This design comes from an exercise in tuning for small area on the open sky130 flow, not from production work.
In this exercise RTL edits were held to simulation tests only and were not proved equivalent to the original.
Power is estimated from default activity; no workload was simulated.

==> flow/design.v <==
module datapath_unit (
  input  logic       i_clk,
  input  logic       i_rst,
  input  logic       i_load_ar,
  input  logic       i_load_pc,
  input  logic       i_load_dr,
  input  logic       i_load_ac,
  input  logic       i_load_ir,
  input  logic       i_load_tr,
  input  logic       i_clear_ar,
  input  logic       i_clear_pc,
  input  logic       i_clear_dr,
  input  logic       i_clear_ac,
  input  logic       i_clear_tr,
  input  logic       i_inc_ar,
  input  logic       i_inc_pc,
  input  logic       i_inc_dr,
  input  logic       i_inc_ac,
  input  logic       i_inc_tr,
  input  logic       i_seq_counter_reset,
  input  logic       i_memory_read,
  input  logic       i_memory_write,
  input  logic [2:0] i_bus_selectors,
  input  logic       i_alu_enable,
  input  logic [2:0] i_alu_mode,
  input  logic       i_prog_we,
  input  logic [7:0] i_prog_addr,
  input  logic [7:0] i_prog_data,
  output logic [7:0] o_t,
  output logic [7:0] o_ir,
  output logic [7:0] o_ac,
  output logic [7:0] o_pc,
  output logic [7:0] o_ar,
  output logic [7:0] o_dr,
  output logic       o_e,
  output logic [7:0] o_bus
);
  localparam logic [2:0] SelZero = 3'd0;
  localparam logic [2:0] SelAr   = 3'd1;
  localparam logic [2:0] SelPc   = 3'd2;
  localparam logic [2:0] SelDr   = 3'd3;
  localparam logic [2:0] SelAc   = 3'd4;
  localparam logic [2:0] SelIr   = 3'd5;
  localparam logic [2:0] SelTr   = 3'd6;
  localparam logic [2:0] SelMem  = 3'd7;
  localparam logic [2:0] AluAdd  = 3'b000;
  localparam logic [2:0] AluSub  = 3'b001;
  localparam logic [2:0] AluAnd  = 3'b010;
  localparam logic [2:0] AluOr   = 3'b011;
  localparam logic [2:0] AluXor  = 3'b100;
  localparam logic [2:0] AluHold = 3'b101;
  localparam logic [2:0] AluNot  = 3'b110;
  localparam logic [2:0] AluXfer = 3'b111;
  logic [7:0] r_ar;
  logic [7:0] r_pc;
  logic [7:0] r_dr;
  logic [7:0] r_ac;
  logic [7:0] r_ir;
  logic [7:0] r_tr;
  logic       r_e;
  logic [7:0] r_t;
  logic [7:0] r_mem [256];
  logic [7:0] w_mem_rdata;
  logic [7:0] w_bus;
  logic [8:0] w_sum;
  logic [8:0] w_diff;
  logic [7:0] w_alu_ac;
  logic       w_alu_e;
  logic [7:0] w_ar_nxt;
  logic [7:0] w_pc_nxt;
  logic [7:0] w_dr_nxt;
  logic [7:0] w_ac_nxt;
  logic [7:0] w_ir_nxt;
  logic [7:0] w_tr_nxt;
  logic       w_e_nxt;
  logic [7:0] w_t_nxt;
  logic       w_t_onehot;
  assign w_mem_rdata = r_mem[r_ar];
  always_comb begin
    w_bus = 8'h00;
    unique case (i_bus_selectors)
      SelZero: w_bus = 8'h00;
      SelAr:   w_bus = r_ar;
      SelPc:   w_bus = r_pc;
      SelDr:   w_bus = r_dr;
      SelAc:   w_bus = r_ac;
      SelIr:   w_bus = r_ir;
      SelTr:   w_bus = r_tr;
      SelMem:  w_bus = i_memory_read ? w_mem_rdata : 8'h00;
      default: w_bus = 8'h00;
    endcase
  end
  assign w_sum  = {1'b0, r_ac} + {1'b0, r_dr};
  assign w_diff = {1'b0, r_ac} + {1'b0, ~r_dr} + 9'd1;
  always_comb begin
    w_alu_ac = r_ac;
    w_alu_e  = r_e;
    unique case (i_alu_mode)
      AluAdd: begin
        w_alu_ac = w_sum[7:0];
        w_alu_e  = w_sum[8];
      end
      AluSub: begin
        w_alu_ac = w_diff[7:0];
        w_alu_e  = w_diff[8];
      end
      AluAnd:  w_alu_ac = r_ac & r_dr;
      AluOr:   w_alu_ac = r_ac | r_dr;
      AluXor:  w_alu_ac = r_ac ^ r_dr;
      AluHold: w_alu_ac = r_ac;
      AluNot:  w_alu_ac = ~r_ac;
      AluXfer: w_alu_ac = r_dr;
      default: w_alu_ac = r_ac;
    endcase
  end
  always_comb begin
    w_ar_nxt = r_ar;
    if (i_clear_ar)     w_ar_nxt = 8'h00;
    else if (i_load_ar) w_ar_nxt = w_bus;
    else if (i_inc_ar)  w_ar_nxt = r_ar + 8'd1;
    w_pc_nxt = r_pc;
    if (i_clear_pc)     w_pc_nxt = 8'h00;
    else if (i_load_pc) w_pc_nxt = w_bus;
    else if (i_inc_pc)  w_pc_nxt = r_pc + 8'd1;
    w_dr_nxt = r_dr;
    if (i_clear_dr)     w_dr_nxt = 8'h00;
    else if (i_load_dr) w_dr_nxt = w_bus;
    else if (i_inc_dr)  w_dr_nxt = r_dr + 8'd1;
    w_tr_nxt = r_tr;
    if (i_clear_tr)     w_tr_nxt = 8'h00;
    else if (i_load_tr) w_tr_nxt = w_bus;
    else if (i_inc_tr)  w_tr_nxt = r_tr + 8'd1;
    w_ir_nxt = i_load_ir ? w_bus : r_ir;
  end
  always_comb begin
    w_ac_nxt = r_ac;
    w_e_nxt  = r_e;
    if (i_clear_ac) begin
      w_ac_nxt = 8'h00;
    end else if (i_load_ac) begin
      w_ac_nxt = w_bus;
    end else if (i_alu_enable) begin
      w_ac_nxt = w_alu_ac;
      w_e_nxt  = w_alu_e;
    end else if (i_inc_ac) begin
      w_ac_nxt = r_ac + 8'd1;
    end
  end
  assign w_t_onehot = (r_t != 8'h00) && ((r_t & (r_t - 8'd1)) == 8'h00);
  always_comb begin
    w_t_nxt = {r_t[6:0], r_t[7]};
    if (i_seq_counter_reset || !w_t_onehot) w_t_nxt = 8'h01;
  end
  always_ff @(posedge i_clk) begin
    if (i_rst) begin
      r_ar <= 8'h00;
      r_pc <= 8'h00;
      r_dr <= 8'h00;
      r_ac <= 8'h00;
      r_ir <= 8'h00;
      r_tr <= 8'h00;
      r_e  <= 1'b0;
      r_t  <= 8'h01;
    end else begin
      r_ar <= w_ar_nxt;
      r_pc <= w_pc_nxt;
      r_dr <= w_dr_nxt;
      r_ac <= w_ac_nxt;
      r_ir <= w_ir_nxt;
      r_tr <= w_tr_nxt;
      r_e  <= w_e_nxt;
      r_t  <= w_t_nxt;
    end
  end
  always_ff @(posedge i_clk) begin
    if (i_rst) begin
      if (i_prog_we) r_mem[i_prog_addr] <= i_prog_data;
    end else if (i_memory_write) begin
      r_mem[r_ar] <= w_bus;
    end
  end
  assign o_t   = r_t;
  assign o_ir  = r_ir;
  assign o_ac  = r_ac;
  assign o_pc  = r_pc;
  assign o_ar  = r_ar;
  assign o_dr  = r_dr;
  assign o_e   = r_e;
  assign o_bus = w_bus;
endmodule
==> flow/run.sh <==
#!/bin/bash
# synth_recipe.tcl (not shown) runs the flow's synth.tcl, then flattens the netlist and writes it again
# the make line also repeats each setting of config.mk as NAME=value (left out here)
make -C /OpenROAD-flow-scripts/flow DESIGN_CONFIG=/design/flow/config.mk WORK_HOME=/design/flow/orfs CLKGATE_MAP_FILE= SYNTH_SCRIPT=/design/flow/synth_recipe.tcl finish
==> flow/config.mk <==
export PLATFORM = sky130hd
export DESIGN_NAME = datapath_unit
export DESIGN_NICKNAME = datapath_unit
export VERILOG_FILES = /design/flow/design.v
export SDC_FILE = /design/flow/constraint.sdc
export NUM_CORES = 4
export LEC_CHECK = 0
export CAP_MARGIN = 20
export CORE_MARGIN = 2
export CORE_UTILIZATION = 50
export SLEW_MARGIN = 20
==> flow/constraint.sdc <==
create_clock -name core_clock -period 8.0 [get_ports {i_clk}]
set_input_delay 1.6000 -clock core_clock [delete_from_list [all_inputs] [get_ports {i_clk}]]
set_output_delay 1.6000 -clock core_clock [all_outputs]
set_load 0.01 [all_outputs]
==> flow_metrics.py <==
metrics = {
    "outcome": {
        "outcome": "finished clean",
    },
    "clock_tree": {
        "cts_tree": "yes",
        "clock_latency_ns": 0.86,
        "cts-buffers-inserted": 209,
        "cts-root-buf": "clkbuf_16",
        "cts-resized-gates": 0,
        "cts_max_path_buffers": 3,
        "clk_pin_slew_ns": 0.07,
        "h-tree-depth": 4,
        "clkSinkCount": 2113,
        "cts_setup_buffers": 0,
        "cts-hold-fix-buffers": 0,
    },
    "detailed_routing": {
        "routed_wl_mm": 231,
        "dr.first_iter.drc_count": 6012,
        "vias": 44300,
        "routed_via_density": 6.40,
        "drc": 0,
        "avgRoutedWirePerCell_um": 33.4,
        "ant_nets": 0,
        "drtPass1Iterations": 6,
    },
    "cells_and_area": {
        "fin_nets": 4601,
        "area_delta_synth_final_pct": 12.2,
        "layout-drive-gt1-share_pct": 21.3,
        "final_cells": 6925,
        "finish.utilization_pct": 56.3,
        "fin_area_um2": 95100,
    },
    "global_route": {
        "grt_max_degree": 225,
        "antenna_found_initial": 5,
        "grt_use_total_pct": 26.8,
        "grt_pass1_vias": 43100,
        "overflow": 0,
        "grt_pass1_wl_mm": 328,
    },
    "pwr": {
        "power_mw": 23.2,
        "power.leakage_nw": 28.7,
        "ir_drop_mv": 0.215,
        "p_per_area_nw_per_um2": 244,
    },
    "min_path": {
        "hold_start": "r_t[7]$_SDFF_PP0_",
        "hold_path_depth": 2,
        "hp-class": "flop to flop",
        "hold_end": "r_t[0]$_SDFF_PP1_",
    },
    "placed_design": {
        "gp_congestion": 0.879,
        "portBuffers": 101,
        "dp_cells": 6531,
        "dpl_cell_area_um2": 88500,
        "dp_hpwl_mm": 143,
    },
    "worst_setup_path": {
        "crit_arrival_ns": 5.76,
        "critPathMaxFanout": 76,
        "r2r_slack_ns": 2.25,
        "critPathLaunchType": "flop",
        "path_class": "flop to output pin",
        "required_ns": 6.40,
        "critPathCaptureType": "output pin",
        "reg2reg_depth": 12,
        "r2r-end": "r_mem[154][6]$_DFFE_PP_",
    },
    "floorplanning": {
        "core-area_um2": 169000,
        "rows": 151,
        "die_h_um": 416,
        "die_w_um": 416,
        "die_area_um2": 173000,
        "io_pins": 102,
        "start_util_pct": 50.2,
    },
    "timing": {
        "skew_ns": 0.0501,
        "setup_viol": 0,
        "drv_slew": 0,
        "rsz0062_at_grt": "no",
        "min_period_over_period_pct": 92.0,
        "tightest_slew_ns": 1.29,
        "hold_viol": 0,
        "max_freq_mhz": 136,
        "max_slew_margin_pct": 13.0,
        "fin_crit_ns": 7.36,
    },
    "synth": {
        "synth_top_area_share_pct": 72.6,
        "ys_seq_elements": 2113,
        "yosysWarnings": 1,
        "yosysTopAreaCell": "edfxtp_1",
        "synth-edff-count": 2048,
        "ys_top_cells_by_count": "edfxtp_1 (2048), mux4_2 (492), nor2_1 (358)",
        "synthArstFlopShare_pct": 0,
        "syn_inst": 4337,
        "netlist_area_um2": 84700,
        "synth_nets": 4413,
        "synthTopCellsByArea": "edfxtp_1 (73%), mux4_2 (13%), nor2_1 (1.6%)",
        "syn_area_per_cell_um2": 19.5,
        "synth-seq-area-share_pct": 74.1,
        "ys.flop_type": "edfxtp_1",
        "synth_cell_type_count": 95,
        "yosysMostFrequentCell": "edfxtp_1",
    },
    "job": {
        "cap_violations": 0,
    },
}
report_power, final:
part	total, mW	switching, mW	internal (mW)
sequential	12.3	0.0578	12.3
combinational	1.39	0.925	0.468
clock	9.45	4.20	5.25
total	23.2	5.18	18.0
layout make-up:
cell class / count / area [um2]
inverter: 42 / 158
sequential: 2113 / 62800
tap: 2218 / 2780
clock buffer: 275 / 5540
fill: 12800 / 73800
multi-input combinational: 1926 / 20400
timing repair buffer: 233 / 2400
clock inverter: 115 / 1010
antenna: 3 / 7.51
state kept, by name (all words and copies together) (netlist names), named ones only:
signal / cells
r_ac: 8
r_ar: 8
r_dr: 8
r_e: 1
r_ir: 8
r_mem: 2048
r_pc: 8
r_t: 8
r_tr: 8
cell usage in the layout, fill, tap and decap left out, types with 17 or more instances in the layout:
cell type / synthesis / final
a211oi_1: 74 / 74
mux2i_1: 116 / 116
clkbuf_1: 97 / 62
edfxtp_1: 2048 / 2048
clkdlybuf4s50_1: 0 / 101
buf_12: 3 / 29
nand2b_1: 35 / 34
mux2_2: 28 / 28
mux4_2: 492 / 492
nor2b_1: 36 / 32
nand3_1: 58 / 58
clkinv_2: 0 / 37
inv_1: 41 / 41
nand2_1: 125 / 125
nor2_1: 358 / 352
o22ai_1: 43 / 43
nor3_1: 31 / 30
ha_1: 29 / 29
a221oi_1: 17 / 17
clkinv_1: 0 / 44
o21ai_0: 54 / 49
buf_4: 38 / 101
a22oi_1: 73 / 73
clkbuf_16: 0 / 211
dfxtp_1: 65 / 60
a21oi_1: 77 / 77
xnor2_1: 25 / 25
layer usage:
metal,global-route usage [%],part of all wire (%)
met5,0,0.021
met4,8.10,3.1
met3,5.36,8.6
met2,41.6,47
met1,38.7,41
critical path: stages (launching register included):
cell and delay, ns:
dfxtp_4 0.93, buf_12 0.52, mux4_2 0.59, mux4_2 0.53
a211oi_1 0.79, a211oi_1 0.35, o21ai_2 0.43, inv_1 0.10
clkdlybuf4s50_1 0.49
worst max path at each step:
stage                       start                     to  depth (start not counted)
2_1_floorplan  i_bus_selectors[1]  r_mem[0][5]$_DFFE_PP_                          5
3_3_place_gp                 flop               o_bus[0]                         11
3_5_place_dp   i_bus_selectors[1]               o_bus[3]                          8
4_1_cts                      flop               o_bus[1]                          9
5_1_grt                      flop               o_bus[1]                          8
6_report                     flop               o_bus[1]                          8
logic make-up (layout without fill, tap and decap cells):
kind of cell | after synthesis | in the layout | share of synthesized area (%)
compound gates | 486 | 486 | 4.00
xor+xnor | 33 | 33 | 0.341
fa+ha+maj | 32 | 32 | 0.487
buf+inv | 298 | 665 | 2.04
flops | 2113 | 2113 | 74.1
mux | 644 | 644 | 15.1
other cells | 0 | 3 | 0
simple gates | 731 | 731 | 3.93
stage by stage:
step | hold WS [ns] | worst slack [ns] | setup TNS [ns]
detailed placement | 0.495 | 1.04 | 0
CTS | 0.509 | 0.606 | 0
global route | 0.539 | 0.502 | 0
floorplan | 0.503 | -2.49 | -1269.35
finish | 0.511 | 0.638 | 0
global placement | 0.476 | 0.440 | 0

[static timing again, ports no longer ideal]
How much do the figures lean on ideal ports? The routed layout below was timed once more, with nothing changed but the port constraints. Step 1 (the two cells are an assumption about what drives the block):
set clk [get_ports {i_clk}]
set_driving_cell -lib_cell sky130_fd_sc_hd__clkbuf_16 $clk
set_driving_cell -lib_cell sky130_fd_sc_hd__buf_2 [delete_from_list [all_inputs] $clk]
Step 2, shift: input delay + t, output delay - t, t = (earliest + latest rising clock arrival at the registers) / 2. This alone moves slack from input paths to output paths. Three values: ideal, step 1, step 2; two values: the first two.
t (ns): 0.917
setup WS [ns]: 0.638 / 0.553 / 0.851
slew at the worst register clock pin (ns): 0.07 / 0.07
After both steps this run still meets setup and hold. The setup slack of this run moves by -0.085 ns with the drivers and by +0.213 ns with both steps.
